This is an optimization exercise on Yosys and OpenROAD, whose aim is small area, not a production implementation. Function was checked by simulation only, so behaviour that the tests miss may differ from the original. Power is estimated from default activity; no workload was simulated.

==> 05-04 <==
==> flow/design.v <==
`timescale 1ns/100ps
`timescale 1ns/100ps
`timescale 1ns/100ps
`timescale 1ns/100ps
`timescale 1ns/100ps
`timescale 1ns/100ps
`timescale 1ns/100ps
`timescale 1ns/100ps
`timescale 1ns/100ps
module framebuffer_top (
    input  logic         clk_x1,
    input  logic         ddr_rst,
    input  logic [10:0]  fb_width,
    input  logic [9:0]   fb_height,
    input  logic         fb_vsync,
    input  logic         fb_we,
    input  logic [17:0]  fb_data,
    input  logic         cmd_ready,
    output logic         cmd_en,
    output logic [2:0]   cmd_op,
    output logic [27:0]  cmd_addr,
    output logic [127:0] cmd_wdata,
    input  logic         rd_valid,
    input  logic [127:0] rd_data,
    output logic [7:0]   rgb_r,
    output logic [7:0]   rgb_g,
    output logic [7:0]   rgb_b,
    output logic [10:0]  out_cx,
    output logic [9:0]   out_cy,
    output logic         out_h_active,
    output logic         out_v_active
);
    logic [9:0] cx;
    logic [8:0] cy;
    logic       first;       
    logic       cx_last;     
    logic       cy_last;     
    logic       v_act;       
    assign cx_last = cx[9] & cx[3] & cx[2];
    assign cy_last = cy[8] & (&cy[4:0]);
    assign v_act   = ~(cy[8] & cy[4]);
    always_ff @(posedge clk_x1) begin
        if (ddr_rst) begin
            cx    <= '0;
            cy    <= '0;
            first <= 1'b1;
        end else begin
            first <= 1'b0;
            if (!first) begin
                if (cx_last) begin
                    cx <= '0;
                    cy <= cy_last ? 9'd0 : cy + 9'd1;
                end else begin
                    cx <= cx + 10'd1;
                end
            end
        end
    end
    assign out_cx       = {1'b0, cx};
    assign out_cy       = {1'b0, cy};
    assign out_h_active = ~first & ~(cx[9] | (&cx[8:5]));
    assign out_v_active = ~first & v_act;
    logic disp_win;
    logic la_win;
    logic line_start;
    assign disp_win   = (cx >= 10'd59) && (cx < 10'd419) && v_act && !ddr_rst;
    assign la_win     = (cx >= 10'd52);
    assign line_start = (cx == 10'd30) && v_act;
    logic [71:0] stage;      
    logic [1:0]  wpix;
    logic [5:0]  wchunk;
    logic [7:0]  wrow;
    logic        wr_pend;
    logic [5:0]  wchunk_inc;
    logic        ready_q;
    logic        issue_wr;
    logic        issue_rd;
    assign wchunk_inc = wchunk + 6'd1;
    always_ff @(posedge clk_x1) begin
        for (int i = 0; i < 4; i++) begin
            if (fb_we && wpix == 2'(i)) begin
                stage[18*i +: 18] <= fb_data;
            end
        end
        if (fb_vsync) begin
            wpix <= '0;
        end else if (fb_we) begin
            wpix <= wpix + 2'd1;
        end
        if (fb_vsync) begin
            wchunk <= '0;
            wrow   <= '0;
        end else if (issue_wr) begin
            if (wchunk_inc == fb_width[7:2]) begin
                wchunk <= '0;
                wrow   <= wrow + 8'd1;
            end else begin
                wchunk <= wchunk_inc;
            end
        end
        if (ddr_rst) begin
            wr_pend <= 1'b0;
        end else if (fb_we && wpix == 2'd3) begin
            wr_pend <= 1'b1;
        end else if (issue_wr) begin
            wr_pend <= 1'b0;
        end
    end
    logic [7:0] sy;
    logic [8:0] v_acc;
    logic [8:0] v_sum;
    assign v_sum = v_acc + {1'b0, fb_height[7:0]};
    always_ff @(posedge clk_x1) begin
        if (line_start) begin
            if (cy == '0) begin
                sy    <= '0;
                v_acc <= '0;
            end else if (v_sum[8] && v_sum[7:4] != 4'd0) begin
                sy    <= sy + 8'd1;
                v_acc <= {1'b0, v_sum[7:4] - 4'd1, v_sum[3:0]};
            end else begin
                v_acc <= v_sum;
            end
        end
    end
    logic [6:0] h_acc;
    logic [7:0] h_sum;
    logic [1:0] lcol;
    logic       la_step;
    logic       la_req;
    logic [6:0] step_dly;
    assign h_sum   = {1'b0, h_acc} + {2'b0, fb_width[7:2]};
    assign la_step = la_win && h_sum[7];
    assign la_req  = la_step && (lcol == 2'd3);
    always_ff @(posedge clk_x1) begin
        if (!la_win) begin
            h_acc <= 7'd38;
            lcol  <= '0;
        end else if (la_step) begin
            h_acc <= h_sum[6:0] + 7'd38;
            lcol  <= lcol + 2'd1;
        end else begin
            h_acc <= h_sum[6:0];
        end
        step_dly <= {step_dly[5:0], la_step};
    end
    logic [1:0]  rd_cnt;
    logic [5:0]  rchunk;
    logic        rd_req;
    logic [7:0]  a_row;
    logic [5:0]  a_chunk;
    logic [13:0] a_word;
    assign rd_req   = (rd_cnt != 2'd0) && !(&rchunk[5:2]);
    assign issue_wr = ready_q && wr_pend;
    assign issue_rd = ready_q && !wr_pend && rd_req;
    always_ff @(posedge clk_x1) begin
        ready_q <= cmd_ready;
        if (ddr_rst) begin
            rd_cnt <= '0;
        end else if (line_start) begin
            rd_cnt <= 2'd2;
        end else begin
            rd_cnt <= rd_cnt + {1'b0, la_req} - {1'b0, issue_rd};
        end
        if (line_start) begin
            rchunk <= '0;
        end else if (issue_rd) begin
            rchunk <= rchunk + 6'd1;
        end
    end
    assign a_row   = wr_pend ? wrow : sy;
    assign a_chunk = wr_pend ? wchunk : rchunk;
    assign a_word  = {a_row, 6'b0} - {4'b0, a_row, 2'b0} + {8'b0, a_chunk};
    assign cmd_en   = issue_wr || issue_rd;
    assign cmd_op   = {2'b00, !wr_pend};
    assign cmd_addr = {12'b0, a_word, 2'b00};
    always_comb begin
        cmd_wdata = '0;
        for (int i = 0; i < 4; i++) begin
            cmd_wdata[i*32 +: 18] = stage[18*i +: 18];
        end
    end
    logic [143:0] lbuf;      
    logic        fill_slot;
    logic [2:0]  dcol;
    logic [17:0] pix;
    always_ff @(posedge clk_x1) begin
        for (int i = 0; i < 4; i++) begin
            if (rd_valid && !fill_slot) begin
                lbuf[18*i +: 18] <= rd_data[i*32 +: 18];
            end
            if (rd_valid && fill_slot) begin
                lbuf[72 + 18*i +: 18] <= rd_data[i*32 +: 18];
            end
        end
        if (line_start) begin
            fill_slot <= 1'b0;
            dcol      <= '0;
        end else begin
            if (rd_valid) begin
                fill_slot <= !fill_slot;
            end
            dcol <= dcol + {2'b0, step_dly[6]};
        end
    end
    logic [17:0] lbuf_rd;
    always_comb begin
        case (dcol)
            3'd0: lbuf_rd = lbuf[17:0];
            3'd1: lbuf_rd = lbuf[35:18];
            3'd2: lbuf_rd = lbuf[53:36];
            3'd3: lbuf_rd = lbuf[71:54];
            3'd4: lbuf_rd = lbuf[89:72];
            3'd5: lbuf_rd = lbuf[107:90];
            3'd6: lbuf_rd = lbuf[125:108];
            default: lbuf_rd = lbuf[143:126];
        endcase
    end
    assign pix = (rd_valid && fill_slot == dcol[2] && dcol[1:0] == 2'd0) ? rd_data[17:0]
                                                                        : lbuf_rd;
    logic [17:0] rgb_q;
    always_ff @(posedge clk_x1) begin
        rgb_q <= disp_win ? pix : 18'b001000_001000_001000;
    end
    assign rgb_r = {rgb_q[17:12], 2'b00};
    assign rgb_g = {rgb_q[11:6], 2'b00};
    assign rgb_b = {rgb_q[5:0], 2'b00};
endmodule
==> flow/flow/run.sh <==
#!/bin/bash
# Own layout flow. It is the standard one (standard.sh) with these changes:
#  - synthesis: the standard script, but adders use a ripple carry chain
#    (lcu_ripple.v) instead of Kogge-Stone, are left to ABC instead of being
#    mapped to full-adder cells, and ABC maps for area (area.abc); the
#    registers are the same as the standard synthesis makes them
#  - constant outputs share one tie cell
#  - port buffers are buf_1
#  - the clock tree uses clkbuf_16 in clusters of up to 30 sinks, no dummy loads
# Each tool's output goes to a log file in this folder.
set -euo pipefail
F=$(pwd)/flow
export SYNTH_OPERATIONS_ARGS="-extra-map $F/lcu_ripple.v"
export MY_ABC_SCRIPT=$F/area.abc
export SKIP_REPAIR_TIE_FANOUT=1
export BUFFER_PORTS_ARGS="-buffer_cell sky130_fd_sc_hd__buf_1"
export CTS_ARGS="-sink_clustering_enable -repair_clock_nets -dont_use_dummy_load -buf_list sky130_fd_sc_hd__clkbuf_16 -sink_clustering_size 30 -sink_clustering_max_diameter 80"

# synthesis script: the standard flow's, sourcing ORFS's synth.tcl with the ABC script swapped
sed 's#^  log_cmd abc {\*}\$abc_args#  set abc_args [lreplace $abc_args 1 1 $::env(MY_ABC_SCRIPT)]\n  log_cmd abc {*}$abc_args#' \
  "$FLOW_HOME/scripts/synth.tcl" > my_synth.tcl
grep -q 'MY_ABC_SCRIPT' my_synth.tcl
sed "s#^source \$::env(SCRIPTS_DIR)/synth.tcl#source $(pwd)/my_synth.tcl#" synth_recipe.tcl > my_synth_recipe.tcl
grep -q 'my_synth.tcl' my_synth_recipe.tcl
sed "s#SYNTH_SCRIPT=[^ ]*#SYNTH_SCRIPT=$(pwd)/my_synth_recipe.tcl#" standard.sh > my_standard.sh
grep -q 'my_synth_recipe.tcl' my_standard.sh

ADDER_MAP_FILE= bash my_standard.sh synth > synth.log 2>&1
bash standard.sh finish > layout.log 2>&1
==> flow/flow/area.abc <==
strash
dch -f
amap -F 3 -A 10
strash
dch -f
amap -F 3 -A 10
topo
==> flow/flow/lcu_ripple.v <==
(* techmap_celltype = "$lcu" *)
module _80_lcu_ripple (P, G, CI, CO);
  parameter WIDTH = 2;
  (* force_downto *)
  input [WIDTH-1:0] P, G;
  input CI;
  (* force_downto *)
  output [WIDTH-1:0] CO;
  genvar i;
  generate
    for (i = 0; i < WIDTH; i = i + 1) begin : g
      if (i == 0) begin : f
        assign CO[i] = G[i] | (P[i] & CI);
      end else begin : r
        assign CO[i] = G[i] | (P[i] & CO[i-1]);
      end
    end
  endgenerate
endmodule
==> flow/standard.sh <==
#!/bin/bash
# synth_recipe.tcl (not shown) runs the flow's synth.tcl, then flattens the netlist and writes it again
# the make line also repeats each setting of config.mk as NAME=value (left out here)
make -C /OpenROAD-flow-scripts/flow DESIGN_CONFIG=/design/flow/config.mk WORK_HOME=/design/flow/orfs CLKGATE_MAP_FILE= SYNTH_SCRIPT=/design/flow/synth_recipe.tcl "${@:-finish}"
==> flow/config.mk <==
export PLATFORM = sky130hd
export DESIGN_NAME = framebuffer_top
export DESIGN_NICKNAME = framebuffer_top
export VERILOG_FILES = /design/flow/design.v
export SDC_FILE = /design/flow/constraint.sdc
export NUM_CORES = 4
export LEC_CHECK = 0
export CAP_MARGIN = 20
export CORE_MARGIN = 2
export CORE_UTILIZATION = 75
export SLEW_MARGIN = 20
==> flow/constraint.sdc <==
create_clock -name core_clock -period 8.0 [get_ports {clk_x1}]
set_input_delay 1.6000 -clock core_clock [delete_from_list [all_inputs] [get_ports {clk_x1}]]
set_output_delay 1.6000 -clock core_clock [all_outputs]
set_load 0.01 [all_outputs]
==> 10-12: changes against 05-04 <==
--- a/flow/design.v
+++ b/flow/design.v
@@ -63,7 +63,7 @@
     logic disp_win;
     logic la_win;
     logic line_start;
-    assign disp_win   = (cx >= 10'd59) && (cx < 10'd419) && v_act && !ddr_rst;
+    assign disp_win   = (cx >= 10'd59) && (cx < 10'd419) && v_act;
     assign la_win     = (cx >= 10'd52);
     assign line_start = (cx == 10'd30) && v_act;
     logic [71:0] stage;      
@@ -115,9 +115,9 @@
             if (cy == '0) begin
                 sy    <= '0;
                 v_acc <= '0;
-            end else if (v_sum[8] && v_sum[7:4] != 4'd0) begin
+            end else if (v_sum >= 9'd272) begin
                 sy    <= sy + 8'd1;
-                v_acc <= {1'b0, v_sum[7:4] - 4'd1, v_sum[3:0]};
+                v_acc <= v_sum - 9'd272;
             end else begin
                 v_acc <= v_sum;
             end
@@ -130,14 +130,14 @@
     logic       la_req;
     logic [6:0] step_dly;
     assign h_sum   = {1'b0, h_acc} + {2'b0, fb_width[7:2]};
-    assign la_step = la_win && h_sum[7];
+    assign la_step = la_win && (h_sum >= 8'd90);
     assign la_req  = la_step && (lcol == 2'd3);
     always_ff @(posedge clk_x1) begin
         if (!la_win) begin
-            h_acc <= 7'd38;
+            h_acc <= '0;
             lcol  <= '0;
         end else if (la_step) begin
-            h_acc <= h_sum[6:0] + 7'd38;
+            h_acc <= 7'(h_sum - 8'd90);
             lcol  <= lcol + 2'd1;
         end else begin
             h_acc <= h_sum[6:0];
--- a/flow/flow/run.sh
+++ b/flow/flow/run.sh
@@ -1,9 +1,8 @@
 #!/bin/bash
 # Own layout flow. It is the standard one (standard.sh) with these changes:
 #  - synthesis: the standard script, but adders use a ripple carry chain
-#    (lcu_ripple.v) instead of Kogge-Stone, are left to ABC instead of being
-#    mapped to full-adder cells, and ABC maps for area (area.abc); the
-#    registers are the same as the standard synthesis makes them
+#    (lcu_ripple.v) instead of Kogge-Stone, and ABC maps for area (area.abc);
+#    the registers are the same as the standard synthesis makes them
 #  - constant outputs share one tie cell
 #  - port buffers are buf_1
 #  - the clock tree uses clkbuf_16 in clusters of up to 30 sinks, no dummy loads
@@ -25,5 +24,5 @@
 sed "s#SYNTH_SCRIPT=[^ ]*#SYNTH_SCRIPT=$(pwd)/my_synth_recipe.tcl#" standard.sh > my_standard.sh
 grep -q 'my_synth_recipe.tcl' my_standard.sh
 
-ADDER_MAP_FILE= bash my_standard.sh synth > synth.log 2>&1
+bash my_standard.sh synth > synth.log 2>&1
 bash standard.sh finish > layout.log 2>&1
==> flow/flow/area.abc (replaced) <==
strash
dch -f
amap
strash
dch -f
amap
topo
--- a/flow/config.mk
+++ b/flow/config.mk
@@ -7,5 +7,5 @@
 export LEC_CHECK = 0
 export CAP_MARGIN = 20
 export CORE_MARGIN = 2
-export CORE_UTILIZATION = 75
+export CORE_UTILIZATION = 60
 export SLEW_MARGIN = 20
==> 05-27: changes against 05-04 <==
==> flow/design.v, changed modules only <==
module framebuffer_top (
    input  logic         clk_x1,
    input  logic         ddr_rst,
    input  logic [10:0]  fb_width,
    input  logic [9:0]   fb_height,
    input  logic         fb_vsync,
    input  logic         fb_we,
    input  logic [17:0]  fb_data,
    input  logic         cmd_ready,
    output logic         cmd_en,
    output logic [2:0]   cmd_op,
    output logic [27:0]  cmd_addr,
    output logic [127:0] cmd_wdata,
    input  logic         rd_valid,
    input  logic [127:0] rd_data,
    output logic [7:0]   rgb_r,
    output logic [7:0]   rgb_g,
    output logic [7:0]   rgb_b,
    output logic [10:0]  out_cx,
    output logic [9:0]   out_cy,
    output logic         out_h_active,
    output logic         out_v_active
);
    logic [9:0] cx;
    logic [8:0] cy;
    logic       first;       
    logic       cx_last;     
    logic       cy_last;     
    logic       v_act;       
    assign cx_last = cx[9] & cx[3] & cx[2];
    assign cy_last = cy[8] & (&cy[4:0]);
    assign v_act   = ~(cy[8] & cy[4]);
    always_ff @(posedge clk_x1) begin
        if (ddr_rst) begin
            cx    <= '0;
            cy    <= '0;
            first <= 1'b1;
        end else begin
            first <= 1'b0;
            if (!first) begin
                if (cx_last) begin
                    cx <= '0;
                    cy <= cy_last ? 9'd0 : cy + 9'd1;
                end else begin
                    cx <= cx + 10'd1;
                end
            end
        end
    end
    assign out_cx       = {1'b0, cx};
    assign out_cy       = {1'b0, cy};
    assign out_h_active = ~first & ~(cx[9] | (&cx[8:5]));
    assign out_v_active = ~first & v_act;
    logic disp_win;
    logic la_win;
    logic line_start;
    assign disp_win   = (cx >= 10'd59) && (cx < 10'd419) && v_act;
    assign la_win     = (cx >= 10'd52) && (cx < 10'd411);
    assign line_start = (cx == 10'd8) && v_act;
    logic [17:0] stage [4];
    logic [1:0]  wpix;
    logic [5:0]  wchunk;
    logic [7:0]  wrow;
    logic        wr_pend;
    logic [5:0]  wchunk_inc;
    logic        ready_q;
    logic        issue_wr;
    logic        issue_rd;
    assign wchunk_inc = wchunk + 6'd1;
    always_ff @(posedge clk_x1) begin
        if (fb_we) begin
            stage[wpix] <= fb_data;
        end
        if (fb_vsync) begin
            wpix <= '0;
        end else if (fb_we) begin
            wpix <= wpix + 2'd1;
        end
        if (fb_vsync) begin
            wchunk <= '0;
            wrow   <= '0;
        end else if (issue_wr) begin
            if (wchunk_inc == fb_width[7:2]) begin
                wchunk <= '0;
                wrow   <= wrow + 8'd1;
            end else begin
                wchunk <= wchunk_inc;
            end
        end
        if (ddr_rst) begin
            wr_pend <= 1'b0;
        end else if (fb_we && wpix == 2'd3) begin
            wr_pend <= 1'b1;
        end else if (issue_wr) begin
            wr_pend <= 1'b0;
        end
    end
    logic [7:0] sy;
    logic [8:0] v_acc;
    logic [8:0] v_sum;
    assign v_sum = v_acc + {1'b0, fb_height[7:0]};
    always_ff @(posedge clk_x1) begin
        if (line_start) begin
            if (cy == '0) begin
                sy    <= '0;
                v_acc <= '0;
            end else if (v_sum >= 9'd272) begin
                sy    <= sy + 8'd1;
                v_acc <= v_sum - 9'd272;
            end else begin
                v_acc <= v_sum;
            end
        end
    end
    logic [8:0] h_acc;
    logic [9:0] h_sum;
    logic [1:0] lcol;
    logic       la_step;
    logic       la_req;
    logic [6:0] step_dly;
    assign h_sum   = {1'b0, h_acc} + {2'b0, fb_width[7:0]};
    assign la_step = la_win && (h_sum >= 10'd360);
    assign la_req  = la_step && (lcol == 2'd3);
    always_ff @(posedge clk_x1) begin
        if (!la_win) begin
            h_acc <= '0;
            lcol  <= '0;
        end else if (la_step) begin
            h_acc <= 9'(h_sum - 10'd360);
            lcol  <= lcol + 2'd1;
        end else begin
            h_acc <= h_sum[8:0];
        end
        step_dly <= {step_dly[5:0], la_step};
    end
    logic [1:0]  rd_cnt;
    logic [5:0]  rchunk;
    logic        rd_req;
    logic [7:0]  a_row;
    logic [5:0]  a_chunk;
    logic [13:0] a_word;
    assign rd_req   = (rd_cnt != 2'd0) && !(&rchunk[5:2]);
    assign issue_wr = ready_q && wr_pend;
    assign issue_rd = ready_q && !wr_pend && rd_req;
    always_ff @(posedge clk_x1) begin
        ready_q <= cmd_ready;
        if (ddr_rst) begin
            rd_cnt <= '0;
        end else if (line_start) begin
            rd_cnt <= 2'd2;
        end else begin
            rd_cnt <= rd_cnt + {1'b0, la_req} - {1'b0, issue_rd};
        end
        if (line_start) begin
            rchunk <= '0;
        end else if (issue_rd) begin
            rchunk <= rchunk + 6'd1;
        end
    end
    assign a_row   = wr_pend ? wrow : sy;
    assign a_chunk = wr_pend ? wchunk : rchunk;
    assign a_word  = {a_row, 6'b0} - {4'b0, a_row, 2'b0} + {8'b0, a_chunk};
    assign cmd_en   = issue_wr || issue_rd;
    assign cmd_op   = {2'b00, !wr_pend};
    assign cmd_addr = {12'b0, a_word, 2'b00};
    always_comb begin
        cmd_wdata = '0;
        for (int i = 0; i < 4; i++) begin
            cmd_wdata[i*32 +: 18] = stage[i];
        end
    end
    logic [17:0] lbuf [8];
    logic        fill_slot;
    logic [2:0]  dcol;
    logic [17:0] pix;
    always_ff @(posedge clk_x1) begin
        if (rd_valid) begin
            for (int i = 0; i < 4; i++) begin
                lbuf[{fill_slot, 2'(i)}] <= rd_data[i*32 +: 18];
            end
        end
        if (line_start) begin
            fill_slot <= 1'b0;
            dcol      <= '0;
        end else begin
            if (rd_valid) begin
                fill_slot <= !fill_slot;
            end
            dcol <= dcol + {2'b0, step_dly[6]};
        end
    end
    assign pix = (rd_valid && fill_slot == dcol[2] && dcol[1:0] == 2'd0) ? rd_data[17:0]
                                                                        : lbuf[dcol];
    logic [17:0] rgb_q;
    always_ff @(posedge clk_x1) begin
        rgb_q <= disp_win ? pix : 18'b001000_001000_001000;
    end
    assign rgb_r = {rgb_q[17:12], 2'b00};
    assign rgb_g = {rgb_q[11:6], 2'b00};
    assign rgb_b = {rgb_q[5:0], 2'b00};
endmodule
==> flow/run.sh (new file) <==
#!/bin/bash
# synth_recipe.tcl (not shown) runs the flow's synth.tcl, then flattens the netlist and writes it again
# the make line also repeats each setting of config.mk as NAME=value (left out here)
make -C /OpenROAD-flow-scripts/flow DESIGN_CONFIG=/design/flow/config.mk WORK_HOME=/design/flow/orfs CLKGATE_MAP_FILE= SYNTH_SCRIPT=/design/flow/synth_recipe.tcl finish
--- a/flow/config.mk
+++ b/flow/config.mk
@@ -7,5 +7,5 @@
 export LEC_CHECK = 0
 export CAP_MARGIN = 20
 export CORE_MARGIN = 2
-export CORE_UTILIZATION = 75
+export CORE_UTILIZATION = 40
 export SLEW_MARGIN = 20
removed: flow/flow/run.sh
removed: flow/flow/area.abc
removed: flow/flow/lcu_ripple.v
removed: flow/standard.sh
==> qor summary <==
item                                                                        05-04         10-12            05-27
Depth of the most critical reg-to-reg path                                     26            17               14
Clock network latency to the later pin of the worst-skew pair             0.48 ns       0.51 ns          0.54 ns
Endpoint of the worst setup timing path                              cmd_addr[14]  cmd_addr[15]     cmd_addr[15]
Hold Worst Slack                                                        0.3383 ns     0.3259 ns        0.3218 ns
Cell internal power dissipation                                           2218 µW       2600 µW          3251 µW
Leading cell type in the layout, fill and taps excluded                     buf_1         buf_1  clkdlybuf4s50_1
Clock distribution area overhead in the final layout                      0.02636       0.02689          0.06923
Fraction of area in multi-input gates                                      0.2001        0.2335           0.2622
Portion of total power attributed to sequential cells                       0.665         0.550            0.507
Die X-Extent                                                             131.5 µm      149.9 µm         193.8 µm
Flip-flop count of the largest register, all copies and words added           144           144                -
Result of the run                                no timing/DRC/antenna violations  no timing/DRC/antenna violations  no timing/DRC/antenna violations
Combinational power                                                        189 µW        866 µW           338 µW
R2R setup slack                                                           4.08 ns       2.93 ns          4.50 ns
Vertical die dimension                                                   131.5 µm      149.9 µm         193.8 µm
Slew at the pin closest to its max-slew limit                           0.9915 ns      1.131 ns         1.013 ns
Summed instance area of the synthesized netlist                        12,190 µm²    12,780 µm²       14,410 µm²
Row count                                                                      46            53               69

## port drivers added, routing unchanged
Ports are ideal in the flow. The routed layouts listed here were re-timed in OpenROAD. Step 1 assumes that a clkbuf_16 drives the clock port and a buf_2 every other input. Step 2, shift: input delay + t, output delay - t, t = (earliest + latest rising clock arrival at the registers) / 2. This alone moves slack from input paths to output paths. a / b / c = ideal / step 1 / step 2; a / b = the first two.
| run | shift t [ns] | setup WS [ns] | hold WS [ns] | worst data-port slew with drivers (ns) |
|---|---|---|---|---|
| 05-04 | 0.506 | 1.562 / 1.523 / 2.029 | 0.338 / 0.338 / 0.338 | 0.08 |
| 10-12 | 0.518 | 0.599 / 0.552 / 1.071 | 0.326 / 0.326 / 0.326 | 0.10 |
| 05-27 | 0.588 | 2.468 / 2.417 / 2.683 | 0.322 / 0.322 / 0.322 | 0.08 |
After both steps setup and hold are still met in every run listed.
